This design comes from an exercise in tuning for a short achievable clock period and few clock cycles on the open sky130 flow, not from production work. At most, simulation tests tie the RTL to the original design; equivalence was not proved. Power figures rest on the tool's default switching activity, not on a simulated workload.

// riscvCore
module riscvCore (
    input  logic            clk,
    input  logic            reset,
    input  logic            stall,
    input  logic [31:0]     icacheDout,
    input  logic [31:0]     dcacheDout,
    output logic [31:0]     icacheAddr,
    output logic            icacheRe,
    output logic [31:0]     dcacheAddr,
    output logic [3:0]      dcacheWe,
    output logic            dcacheRe,
    output logic [31:0]     dcacheDin
);
Size: ~6900 cells after synthesis, about 2100 flip-flops, ~170 I/O pins.
==> flow/config.mk <==
export PLATFORM = sky130hd
export DESIGN_NAME = riscvCore
export DESIGN_NICKNAME = riscvCore
export VERILOG_FILES = /design/flow/design.v
export SDC_FILE = /design/flow/constraint.sdc
export NUM_CORES = 4
export LEC_CHECK = 0
export ABC_CLOCK_PERIOD_IN_PS = 2500
export CAP_MARGIN = 20
export CORE_MARGIN = 2
export CORE_UTILIZATION = 40
export SETUP_SLACK_MARGIN = 5
export SLEW_MARGIN = 20
==> flow/constraint.sdc <==
create_clock -name core_clock -period 9.0 [get_ports {clk}]
set_input_delay 1.8000 -clock core_clock [delete_from_list [all_inputs] [get_ports {clk}]]
set_output_delay 1.8000 -clock core_clock [all_outputs]
set_load 0.01 [all_outputs]
standard.sh (not shown) runs the stock make flow with config.mk's settings and CLKGATE_MAP_FILE= SYNTH_SCRIPT=/design/flow/synth_recipe.tcl, a recipe that flattens the netlist after the stock synthesis.
==> flow/flow/run.sh <==
#!/bin/bash
set -euo pipefail
bash standard.sh ADDER_MAP_FILE= SETUP_SLACK_MARGIN=6.2 finish > make.log 2>&1
Next try:
--- a/flow/design.v
+++ b/flow/design.v
@@ -307,21 +307,28 @@
     logic isShiftD;
     assign isShiftD = (isRegD || isImmD) && (f3D[1:0] == 2'b01);
     assign immID = {{20{instrD[31]}}, instrD[31:20]};
     assign immSD = {{20{instrD[31]}}, instrD[31:25], instrD[11:7]};
     assign immUD = {instrD[31:12], 12'b0};
     assign immBD = {{19{instrD[31]}}, instrD[31], instrD[7], instrD[30:25], instrD[11:8], 1'b0};
     logic        predD;
+    logic        predF2;
     logic [31:0] takenPcD;
     logic [31:0] seqPcD;
     logic [29:0] pcDInc;
+    fetchDecode fetchDecodeF2_i (
+        .instr(instrF2),
+        .pc(pcF2),
+        .predTaken(predF2),
+        .target()
+    );
     fetchDecode fetchDecode_i (
         .instr(instrD),
         .pc(pcD),
-        .predTaken(predD),
+        .predTaken(),
         .target(takenPcD)
     );
     incDec #(.W(30)) pcDInc_i (.a(pcD[31:2]), .y(pcDInc));
     assign seqPcD = {pcDInc, pcD[1:0]};
     logic [31:0] rfA;
     logic [31:0] rfB;
     logic [31:0] wrData;
@@ -351,19 +358,47 @@
     assign bInE = vE && writesE && (rdE == rs2D);
     assign bInM = writesM && (rdM == rs2D);
     assign bInW = writesW && (rdW == rs2D);
     logic [31:0] valA;
     logic [31:0] valB;
     assign valA = aInM ? resM : (aInW ? wrData : rfA);
     assign valB = bInM ? resM : (bInW ? wrData : rfB);
+    logic hazReg;
     logic hazD;
-    assign hazD = vD && (
-        (useAD && ((aInE && isLoadE) || (!aInE && aInM && isLoadM))) ||
-        (useBD && ((bInE && isLoadE) || (!bInE && bInM && isLoadM))) ||
-        (isStoreD && bInE && isLoadE));
+    assign hazD = vD && hazReg;
+    logic [31:0] nxI;
+    logic [4:0]  nxRs1;
+    logic [4:0]  nxRs2;
+    logic        nxUseA;
+    logic        nxUseB;
+    logic        nxStore;
+    logic        nxEWr;
+    logic        nxELd;
+    logic        nxMWr;
+    logic        nxMLd;
+    logic        nxAE, nxAM, nxBE, nxBM;
+    logic        hazNext;
+    assign nxI = hazD ? instrD : instrF2;
+    assign nxRs1 = nxI[19:15];
+    assign nxRs2 = nxI[24:20];
+    assign nxUseA = (nxI[6:0] == opReg) || (nxI[6:0] == opImm) || (nxI[6:0] == opLoad) ||
+                    (nxI[6:0] == opStore) || (nxI[6:0] == opBranch);
+    assign nxUseB = (nxI[6:0] == opReg) || (nxI[6:0] == opBranch);
+    assign nxStore = (nxI[6:0] == opStore);
+    assign nxEWr = !hazD && vD && writesD;
+    assign nxELd = nxEWr && isLoadD;
+    assign nxMWr = vE && writesE;
+    assign nxMLd = nxMWr && isLoadE;
+    assign nxAE = nxEWr && (rdD == nxRs1);
+    assign nxAM = nxMWr && (rdE == nxRs1);
+    assign nxBE = nxEWr && (rdD == nxRs2);
+    assign nxBM = nxMWr && (rdE == nxRs2);
+    assign hazNext = (nxUseA && ((nxAE && nxELd) || (!nxAE && nxAM && nxMLd))) ||
+                     (nxUseB && ((nxBE && nxELd) || (!nxBE && nxBM && nxMLd))) ||
+                     (nxStore && nxBE && nxELd);
     logic [31:0] aX;
     logic [31:0] bX;
     logic [31:0] cX;
     logic [31:0] sumX;
     logic [31:0] resX;
     logic        eqX;
     logic        takenX;
@@ -480,17 +515,19 @@
                 pcF2 <= pcF;
                 hitF2 <= hitF1;
                 takF2 <= takF1;
                 idxF2 <= idxF1;
                 instrD <= instrF2;
                 pcD <= pcF2;
                 hitD <= hitF2;
+                predD <= predF2;
                 takD <= takF2;
                 idxD <= idxF2;
             end
+            hazReg <= hazNext;
             isLoadE <= isLoadD;
             isStoreE <= isStoreD;
             isBrE <= isBrD;
             brEqE <= (f3D == 3'b000);
             brNeE <= (f3D == 3'b001);
             writesE <= writesD;
             rdE <= rdD;
Outcome: The new run went through all stages and came out clean; routed wire length decreases by 0.65%; synthesized area went up by 0.33%; setup slack is better by 0.18 ns; total power climbs by 1.4%; core utilization went up by 1.1 points; final area went up by 2.3%; clock power decreases by about 2%; count of clock-buffer cells in the layout came out lower by 6; via count rose by 1.4%; worst hold slack degrades by 0.033 ns.
No functional check of the RTL was part of any run of this note.

## violet
Another version of the RTL of riscvCore (not shown whole).
For scale: about 2400 flip-flops, roughly 110000 µm² of cells after synthesis.
Settings: LEC_CHECK=0, ABC_CLOCK_PERIOD_IN_PS=2500, CAP_MARGIN=20, CORE_MARGIN=2, CORE_UTILIZATION=40, SETUP_SLACK_MARGIN=5, SLEW_MARGIN=20; clock period 9.0 ns.
Scripts as last shown in full above: flow/flow/run.sh
Testbench counts of violet, summed over its fixed seeds: cycles 59,124.
> inputs changed (violet -> nickel)
--- a/flow/design.v
+++ b/flow/design.v
@@ -199,14 +199,15 @@
     logic [7:0]  idxF2;
     logic        holdV;
     logic [31:0] holdI;
     logic        vD;
     logic [31:0] instrD;
     logic [31:0] pcD;
     logic        hitD;
+    logic        wentD;      
     logic        takD;
     logic [7:0]  idxD;
     logic        vE;
     logic        isLoadE;
     logic        isStoreE;
     logic        isBrE;
     logic        brNeE;
@@ -318,22 +319,23 @@
     assign isShiftD = (isRegD || isImmD) && (f3D[1:0] == 2'b01);
     assign immID = {{20{instrD[31]}}, instrD[31:20]};
     assign immSD = {{20{instrD[31]}}, instrD[31:25], instrD[11:7]};
     assign immUD = {instrD[31:12], 12'b0};
     assign immBD = {{19{instrD[31]}}, instrD[31], instrD[7], instrD[30:25], instrD[11:8], 1'b0};
     logic        predD;
     logic        predF2;
+    logic [31:0] takenPcF2;
     logic [31:0] takenPcD;
     logic [31:0] seqPcD;
     logic [29:0] pcF2Inc;
     fetchDecode fetchDecodeF2_i (
         .instr(instrF2),
         .pc(pcF2),
         .predTaken(predF2),
-        .target()
+        .target(takenPcF2)
     );
     fetchDecode fetchDecode_i (
         .instr(instrD),
         .pc(pcD),
         .predTaken(),
         .target(takenPcD)
     );
@@ -471,39 +473,46 @@
     end
     logic dGo;
     logic dRedir;
     logic [31:0] dTgt;
     assign dGo = vD && !hazD;
     logic fpD;
     assign fpD = (hitD && predD) ? takD : predD;
-    assign dRedir = dGo && (fpD != (hitD && takD));
+    assign dRedir = dGo && (fpD != wentD);
+    logic f2Redir;
+    logic f2Go;
+    assign f2Redir = vF2 && !hazD && predF2 && !hitF2;
+    assign f2Go = f2Redir && !mispX && !dRedir;
     assign dTgt = fpD ? takenPcD : seqPcD;
     logic [31:0] pcSeq;
     logic [29:0] pcFInc;
     incDec #(.W(30)) pcFInc_i (.a(pcF[31:2]), .y(pcFInc));
     assign pcSeq = takF1 ? {hitTgtF1, 2'b00} : {pcFInc, pcF[1:0]};
     always_ff @(posedge clk) begin
         if (reset) begin
             pcF <= resetVector;
         end else if (!stall) begin
             if (mispX) begin
                 pcF <= redirE;
             end else if (dRedir) begin
                 pcF <= dTgt;
+            end else if (f2Redir) begin
+                pcF <= takenPcF2;
             end else if (!hazD) begin
                 pcF <= pcSeq;
             end
         end
     end
     logic        pcLoad;
     logic [31:0] pcOutNext;
     assign pcLoad = mispX || dRedir || !hazD;
     assign pcOutNext = ({32{mispX}} & redirE) |
                        ({32{!mispX && dRedir}} & dTgt) |
-                       ({32{!mispX && !dRedir}} & pcSeq);
+                       ({32{!mispX && !dRedir && f2Redir}} & takenPcF2) |
+                       ({32{!mispX && !dRedir && !f2Redir}} & pcSeq);
     always_ff @(posedge clk) begin
         if (reset) begin
             pcOut <= resetVector;
         end else if (!stall && pcLoad) begin
             pcOut <= pcOutNext;
         end
     end
@@ -523,25 +532,25 @@
             reM <= 1'b0;
             writesW <= 1'b0;
         end else if (!stall) begin
             if (btbWr) begin
                 btbV[btbPtr] <= 1'b1;
                 btbPtr <= btbPtr + 3'd1;
             end
-            btbWr <= !mispX && dRedir && predD && !hitD;
+            btbWr <= f2Go;
             if (mispX || dRedir) begin
                 vF2 <= 1'b0;
                 holdV <= 1'b0;
                 vD <= 1'b0;
             end else if (hazD) begin
                 holdV <= 1'b1;
             end else begin
                 holdV <= 1'b0;
                 vD <= vF2;
-                vF2 <= 1'b1;
+                vF2 <= !f2Redir;
             end
             vE <= dGo && !mispX;
             mEqE <= dGo && !mispX && isBrD && (immBD != 32'd4) &&
                     ((f3D == 3'b000) ? !fpD : fpD);
             mNeE <= dGo && !mispX && isBrD && (immBD != 32'd4) &&
                     ((f3D == 3'b001) ? !fpD : fpD);
             writesM <= vE && writesE;
@@ -566,26 +575,27 @@
                     end else begin
                         btbTrip[i] <= btbCnt[i];
                         btbTripV[i] <= 1'b1;
                         btbCnt[i] <= 4'd0;
                     end
                 end
             end
-            btbWrTag <= pcD[31:2];
-            btbWrTgt <= takenPcD[31:2];
+            btbWrTag <= pcF2[31:2];
+            btbWrTgt <= takenPcF2[31:2];
             holdI <= instrF2;
             if (!hazD) begin
                 pcF2 <= pcF;
                 hitF2 <= hitF1;
                 takF2 <= takF1;
                 idxF2 <= idxF1;
                 instrDh <= instrF2;
                 pcDh <= pcF2;
                 seqPcD <= {pcF2Inc, pcF2[1:0]};
                 hitD <= hitF2;
+                wentD <= f2Redir || (hitF2 && takF2);
                 predD <= predF2;
                 takD <= takF2;
                 idxD <= idxF2;
             end
             hazReg <= hazNext;
             isLoadE <= isLoadD;
             isStoreE <= isStoreD;
## What came out
Diff violet -> nickel: sequential cell count of the final layout comparable; area of the mapped netlist now sits at about the same level; non-clock buffer count rose by about 1.8%; via-per-instance ratio down about 0.7%. Run comparison: violet first element of the critical path pcF[12]$_SDFFE_PP1P_; nickel first element of the critical path pcF2[14]$_DFFE_PP_. The run showing the greater data arrival time of the worst path is nickel. nickel ended up with a higher area of all placed cells without fillers than violet did. A slowest cell on the critical path of sky130_fd_sc_hd__edfxtp_1 is what nickel shows, while sky130_fd_sc_hd__nor4_2 belongs to violet.
Testbench counts of nickel, summed over its fixed seeds: cycles 58,362.

==> port drivers added, routing unchanged <==
The flow's constraints put no driver on any port. The routed layouts listed below were extracted and timed again, unchanged, in two steps. Step 1 assumes that a clkbuf_16 drives the clock port and a buf_2 every other input. Step 2 also shifts input and output timing later by t, the mid clock arrival at the registers, as if the neighbouring blocks saw the same clock. Slacks: no drivers / after step 1 / after step 2; pairs: no drivers / after step 1.
run | shift t [ns] | slack for setup (ns) | worst data-port slew with drivers (ns)
the first run of note 1 | 0.968 | 5.140 / 5.140 / 4.523 | 0.05
the second run of note 1 | 0.986 | 5.322 / 5.322 / 4.463 | 0.23
violet | 0.984 | 5.486 / 5.486 / 4.746 | 0.24
nickel | 0.971 | 5.353 / 5.353 / 4.501 | 0.06
After both steps setup and hold are still met in every run listed. The setup slack of the second run of note 1, which loses most, moves by 0.000 ns with the drivers and by -0.859 ns with both steps.
